This design comes from an exercise in tuning for small area and a short achievable clock period on the open sky130 flow, not from production work.
Where RTL was checked, it was by simulation tests only, not by an equivalence proof against the original.
Power is estimated from default activity; no workload was simulated.

==> flow/design.v (excerpt) <==
module fc_layer (
    input  logic        clk,
    input  logic        rstn,
    input  logic        r_valid,
    input  logic [31:0] in_data,
    output logic        t_valid,
    output logic [31:0] out_data
);
clock: 8.0 ns
lec_check: 0
cap_margin: 20
core_margin: 2
core_utilization: 65
cts_cluster_diameter: 100
cts_cluster_size: 20
slew_margin: 20
standard.sh (not shown) runs the stock make flow with config.mk's settings and CLKGATE_MAP_FILE= SYNTH_SCRIPT=/design/flow/synth_recipe.tcl, a recipe that flattens the netlist after the stock synthesis.
==> flow/flow/run.sh <==
#!/bin/bash
# Standard layout, with strong buffers on the ports, sizing free to change a
# cell's footprint, and timing repair aiming 5.4 ns past the 8 ns clock. The
# make output goes to flow_make.log here; each ORFS step keeps its own log
# under orfs/logs.
set -euo pipefail
bash standard.sh \
    BUFFER_PORTS_ARGS="-buffer_cell sky130_fd_sc_hd__buf_4" \
    MATCH_CELL_FOOTPRINT=0 \
    SETUP_SLACK_MARGIN=5.4 \
    finish > flow_make.log 2>&1
Then changed:
--- a/flow/design.v
+++ b/flow/design.v
@@ -921,35 +921,32 @@
             if (fin2 && nid2 == 2'(j)) begin
                 held_h[j] <= tot_hi;
                 held_l[j] <= tot[7:0];
             end
         end
     end
     function automatic logic [7:0] sat(input logic signed [11:0] z);
         if (z > 12'sd127) sat = 8'h7f;
         else if (z < -12'sd128) sat = 8'h80;
         else sat = z[7:0];
     endfunction
-    logic [7:0] cand_dn [3];
-    logic [7:0] cand_eq [3];
-    logic [7:0] cand_up [3];
     logic [2:0] bias_co, bias_neg;
+    logic [7:0] res [3];
     for (genvar j = 0; j < 3; j++) begin : g_fin
-        logic [8:0] lo_sum;
-        assign cand_dn[j] = sat({held_h[j][10], held_h[j]} - 12'd1);
-        assign cand_eq[j] = sat({held_h[j][10], held_h[j]});
-        assign cand_up[j] = sat({held_h[j][10], held_h[j]} + 12'd1);
-        assign lo_sum     = {1'b0, held_l[j]} + {1'b0, bias_b[j]};
+        logic [8:0]  lo_sum;
+        logic [11:0] z;
+        assign lo_sum = {1'b0, held_l[j]} + {1'b0, bias_b[j]};
         always_ff @(posedge clk) begin
             if (sb0) begin
                 bias_co[j]  <= lo_sum[8];
                 bias_neg[j] <= bias_b[j][7];
             end
         end
+        assign z      = {held_h[j][10], held_h[j]} + {{11{bias_neg[j] & ~bias_co[j]}}, bias_neg[j] ^ bias_co[j]};
+        assign res[j] = sat(z);
     end
     always_ff @(posedge clk) begin
         for (int j = 0; j < 3; j++)
-            out_data[31-8*j -: 8] <= bias_co[j] ? (bias_neg[j] ? cand_eq[j] : cand_up[j])
-                                                : (bias_neg[j] ? cand_dn[j] : cand_eq[j]);
-        out_data[7:0] <= (tot_hi > 11'sd127) ? 8'h7f : (tot_hi < -11'sd128) ? 8'h80 : tot_hi[7:0];
+            out_data[31-8*j -: 8] <= res[j];
+        out_data[7:0] <= sat({tot_hi[10], tot_hi});
     end
 endmodule
Outcome: Register-to-register slack degrades by 0.41 ns. Non-clock buffer count climbs by 33. Wire length drops by a few percent. Worst hold slack stays flat. Die area drops slightly. Global-route usage drops by 1.5 points. Setup slack degrades by 0.40 ns. Power climbs by a few percent. Via count drops by a few percent. Design area climbs by a few percent. Final cell count drops by a few percent. Critical path depth climbs by 12.
The RTL of the second run of this note was laid out without a check of its function.


fc_layer, a different RTL version from the one above (not shown whole).
Size: about 1,900 cells after synthesis, roughly 360 flip-flops, roughly 68 I/O pins, roughly 21,000 um2 of cells after synthesis.
clock: 8.0 ns
lec_check: 0
abc_clock_period_in_ps: 2500
cap_margin: 20
core_margin: 2
core_utilization: 40
cts_cluster_diameter: 100
cts_cluster_size: 20
slew_margin: 20
Scripts as last shown in full above: flow/flow/run.sh
Rerun with:
--- a/flow/design.v
+++ b/flow/design.v
@@ -14,29 +14,28 @@
     assign w_weight = w_first || w_second;
     assign w_bias   = r_valid && (cnt == 4'd10);
     logic       start0;   
     logic       fin0;     
     logic       sb0;      
     logic [1:0] nid0;     
     always_ff @(posedge clk or negedge rstn) begin
         if (!rstn) begin
-            cnt    <= '0;
-            start0 <= 1'b0;
-            fin0   <= 1'b0;
-            sb0    <= 1'b0;
-            nid0   <= '0;
+            cnt <= '0;
+            sb0 <= 1'b0;
         end else begin
             if (r_valid) cnt <= (cnt == 4'd10) ? 4'd0 : cnt + 4'd1;
-            start0 <= w_first;
-            fin0   <= w_second && (cnt != 4'd9);
-            sb0    <= w_bias;
-            nid0   <= cnt[2:1] - 2'd1;
+            sb0 <= w_bias;
         end
     end
+    always_ff @(posedge clk) begin
+        start0 <= w_first;
+        fin0   <= w_second && (cnt != 4'd9);
+        nid0   <= cnt[2:1] - 2'd1;
+    end
     logic [31:0] feat_p, feat_q;
     always_ff @(posedge clk) begin
         if (r_valid && (cnt == 4'd0 || cnt >= 4'd3))
             feat_p <= (cnt == 4'd0) ? in_data : (cnt == 4'd10) ? 32'h0100_0000 : feat_q;
         if (r_valid && (cnt == 4'd1 || (cnt >= 4'd3 && cnt <= 4'd9)))
             feat_q <= (cnt == 4'd1) ? in_data : feat_p;
     end
     logic [3:0] neg0, one0, two0, neg1, one1, two1, neg2, one2, two2, neg3, one3, two3;
@@ -888,53 +887,48 @@
     wire c717 = (c706 & s713) | (c709 & x715);
     wire x718 = 1'b1 ^ acc_sk[18];
     wire s719 = x718 ^ acc_ck[18];
     wire s720 = s719 ^ c714;
     always_ff @(posedge clk) begin
         acc_s <= {c717, c711, c700, c682, c664, c646, c628, c610, c592, c574, c556, c538, c520, c502, c484, c467, c452, s448, s436};
         acc_c <= {s720, s716, s710, s699, s681, s663, s645, s627, s609, s591, s573, s555, s537, s519, s501, s483, s466, s451, s439};
     end
-    logic       fin1, sb1, fin2, sb2, sb3;
+    logic       fin1, sb1, fin2, sb2;
     logic [1:0] nid1, nid2;
     always_ff @(posedge clk or negedge rstn) begin
         if (!rstn) begin
-            keep1   <= 1'b0;
-            fin1    <= 1'b0;
             sb1     <= 1'b0;
-            nid1    <= '0;
-            fin2    <= 1'b0;
             sb2     <= 1'b0;
-            sb3     <= 1'b0;
-            nid2    <= '0;
             t_valid <= 1'b0;
         end else begin
-            keep1   <= !start0;
-            fin1    <= fin0;
             sb1     <= sb0;
-            nid1    <= nid0;
-            fin2    <= fin1;
             sb2     <= sb1;
-            sb3     <= sb2;
-            nid2    <= nid1;
-            t_valid <= sb3;
+            t_valid <= sb2;
         end
     end
+    always_ff @(posedge clk) begin
+        keep1 <= !start0;
+        fin1  <= fin0;
+        nid1  <= nid0;
+        fin2  <= fin1;
+        nid2  <= nid1;
+    end
     logic [18:0] tot;
     assign tot = acc_s + acc_c;
     logic signed [10:0] tot_hi;
     assign tot_hi = tot[18:8];
     logic signed [10:0] held_h [3];
     logic [7:0]         held_l [3];
     always_ff @(posedge clk) begin
         for (int j = 0; j < 3; j++) begin
-            if ((fin2 && nid2 == 2'(j)) || (j == 0 && sb2))
+            if (fin2 && nid2 == 2'(j)) begin
                 held_h[j] <= tot_hi;
-            if (fin2 && nid2 == 2'(j))
                 held_l[j] <= tot[7:0];
+            end
         end
     end
     function automatic logic [7:0] sat(input logic signed [11:0] z);
         if (z > 12'sd127) sat = 8'h7f;
         else if (z < -12'sd128) sat = 8'h80;
         else sat = z[7:0];
     endfunction
     logic [7:0] cand_dn [3];
@@ -943,21 +937,21 @@
     logic [2:0] bias_co, bias_neg;
     for (genvar j = 0; j < 3; j++) begin : g_fin
         logic [8:0] lo_sum;
         assign cand_dn[j] = sat({held_h[j][10], held_h[j]} - 12'd1);
         assign cand_eq[j] = sat({held_h[j][10], held_h[j]});
         assign cand_up[j] = sat({held_h[j][10], held_h[j]} + 12'd1);
         assign lo_sum     = {1'b0, held_l[j]} + {1'b0, bias_b[j]};
         always_ff @(posedge clk) begin
-            bias_co[j]  <= lo_sum[8];
-            bias_neg[j] <= bias_b[j][7];
+            if (sb0) begin
+                bias_co[j]  <= lo_sum[8];
+                bias_neg[j] <= bias_b[j][7];
+            end
         end
     end
     always_ff @(posedge clk) begin
-        if (sb1) begin
-            for (int j = 0; j < 3; j++)
-                out_data[31-8*j -: 8] <= bias_co[j] ? (bias_neg[j] ? cand_eq[j] : cand_up[j])
-                                                    : (bias_neg[j] ? cand_dn[j] : cand_eq[j]);
-        end
-        out_data[7:0] <= cand_eq[0];
+        for (int j = 0; j < 3; j++)
+            out_data[31-8*j -: 8] <= bias_co[j] ? (bias_neg[j] ? cand_eq[j] : cand_up[j])
+                                                : (bias_neg[j] ? cand_dn[j] : cand_eq[j]);
+        out_data[7:0] <= (tot_hi > 11'sd127) ? 8'h7f : (tot_hi < -11'sd128) ? 8'h80 : tot_hi[7:0];
     end
 endmodule
Result:
- The new run completed with no timing, DRC or antenna violations
- synthesized area shrinks by 0.52%
- critical path depth stays the same
- synthesized cell count rises by about 1.2%
- cell count hardly moves
- core utilization hardly moves
- setup slack is better by 27 ps
For the second run of this note, only the layout was checked, not whether the RTL still works.


old:
fc_layer with an RTL version that a note above also has.
For scale: roughly 1,900 cells after synthesis, ~390 flip-flops, ~21,000 um^2 of cells after synthesis.
Settings: LEC_CHECK=0, ABC_CLOCK_PERIOD_IN_PS=2500, CAP_MARGIN=20, CORE_MARGIN=2, CORE_UTILIZATION=40, CTS_CLUSTER_DIAMETER=100, CTS_CLUSTER_SIZE=20, SLEW_MARGIN=20; clock period 8.0 ns.
Scripts as last shown in full above: flow/flow/run.sh
Inputs modified between old and new:
--- a/flow/design.v
+++ b/flow/design.v
@@ -894,19 +894,20 @@
     logic       fin1, sb1, fin2, sb2;
     logic [1:0] nid1, nid2;
     always_ff @(posedge clk or negedge rstn) begin
         if (!rstn) begin
             sb1     <= 1'b0;
             sb2     <= 1'b0;
+            t_valid <= 1'b0;
         end else begin
             sb1     <= sb0;
             sb2     <= sb1;
+            t_valid <= sb2;
         end
     end
     always_ff @(posedge clk) begin
-        t_valid <= sb2;
         keep1 <= !start0;
         fin1  <= fin0;
         nid1  <= nid0;
         fin2  <= fin1;
         nid2  <= nid1;
     end
[summary]
- new and old ended up with nearly the same post-route worst hold slack.
- STATUS worst slack after detailed placement: new wins against old
- Relative contribution of combinational cells to total power in new vs old: up 1.1 points
- Re global-route usage: old was higher than new.
- Final standard cell area without fillers (higher): new
- In the tables for new and old, antenna cell count reads higher with old.
- Going from old to new, clock skew barely changed, utilization after layout barely changed, first-iteration DRC count climbed 326, data arrival time of the worst path climbed 60 ps.
- Comparing fill cell instance count of the final layout for new and old, the smaller number came from new.
Function not checked in new: the RTL went through the layout flow alone.

## separate check: timing with driven ports
Ports are ideal in the flow. The routed layouts listed here were re-timed in OpenROAD.
Step 1 (the two cells are an assumption about what drives the block):
set clk [get_ports {clk}]
set_driving_cell -lib_cell sky130_fd_sc_hd__clkbuf_16 $clk
set_driving_cell -lib_cell sky130_fd_sc_hd__buf_2 [delete_from_list [all_inputs] $clk]
Step 2 adds t to the input delays and takes it off the output delays; t is the mean of the earliest and latest rising clock arrival at the registers after step 1. Input paths then give back, and output paths get back, about the clock's delay inside the block.
Three values: no drivers, after step 1, after step 2; two values: the first two.
run | t, ns | setup WS [ns] | hold slack, ns | slew at the worst register clock pin (ns) | pins driven straight from the clock port
the first run of note 1 | 0.600 | 5.401 / 5.348 / 4.889 | 0.330 / 0.330 / 0.330 | 0.10 / 0.10 | 1
the second run of note 1 | 0.594 | 5.000 / 5.000 / 5.000 | 0.329 / 0.329 / 0.329 | 0.09 / 0.09 | 1
the first run of note 2 | 0.615 | 5.300 / 5.243 / 5.079 | 0.351 / 0.351 / 0.351 | 0.09 / 0.09 | 1
the second run of note 2 | 0.617 | 5.327 / 5.269 / 5.106 | 0.325 / 0.325 / 0.325 | 0.09 / 0.09 | 1
old | 0.631 | 5.369 / 5.312 / 4.886 | 0.328 / 0.328 / 0.328 | 0.09 / 0.09 | 1
new | 0.635 | 5.313 / 5.255 / 4.894 | 0.330 / 0.330 / 0.330 | 0.09 / 0.09 | 1
After both steps every run listed still meets setup and hold. The setup slack of the first run of note 1, which loses most, moves by -0.053 ns with the drivers and by -0.512 ns with both steps.
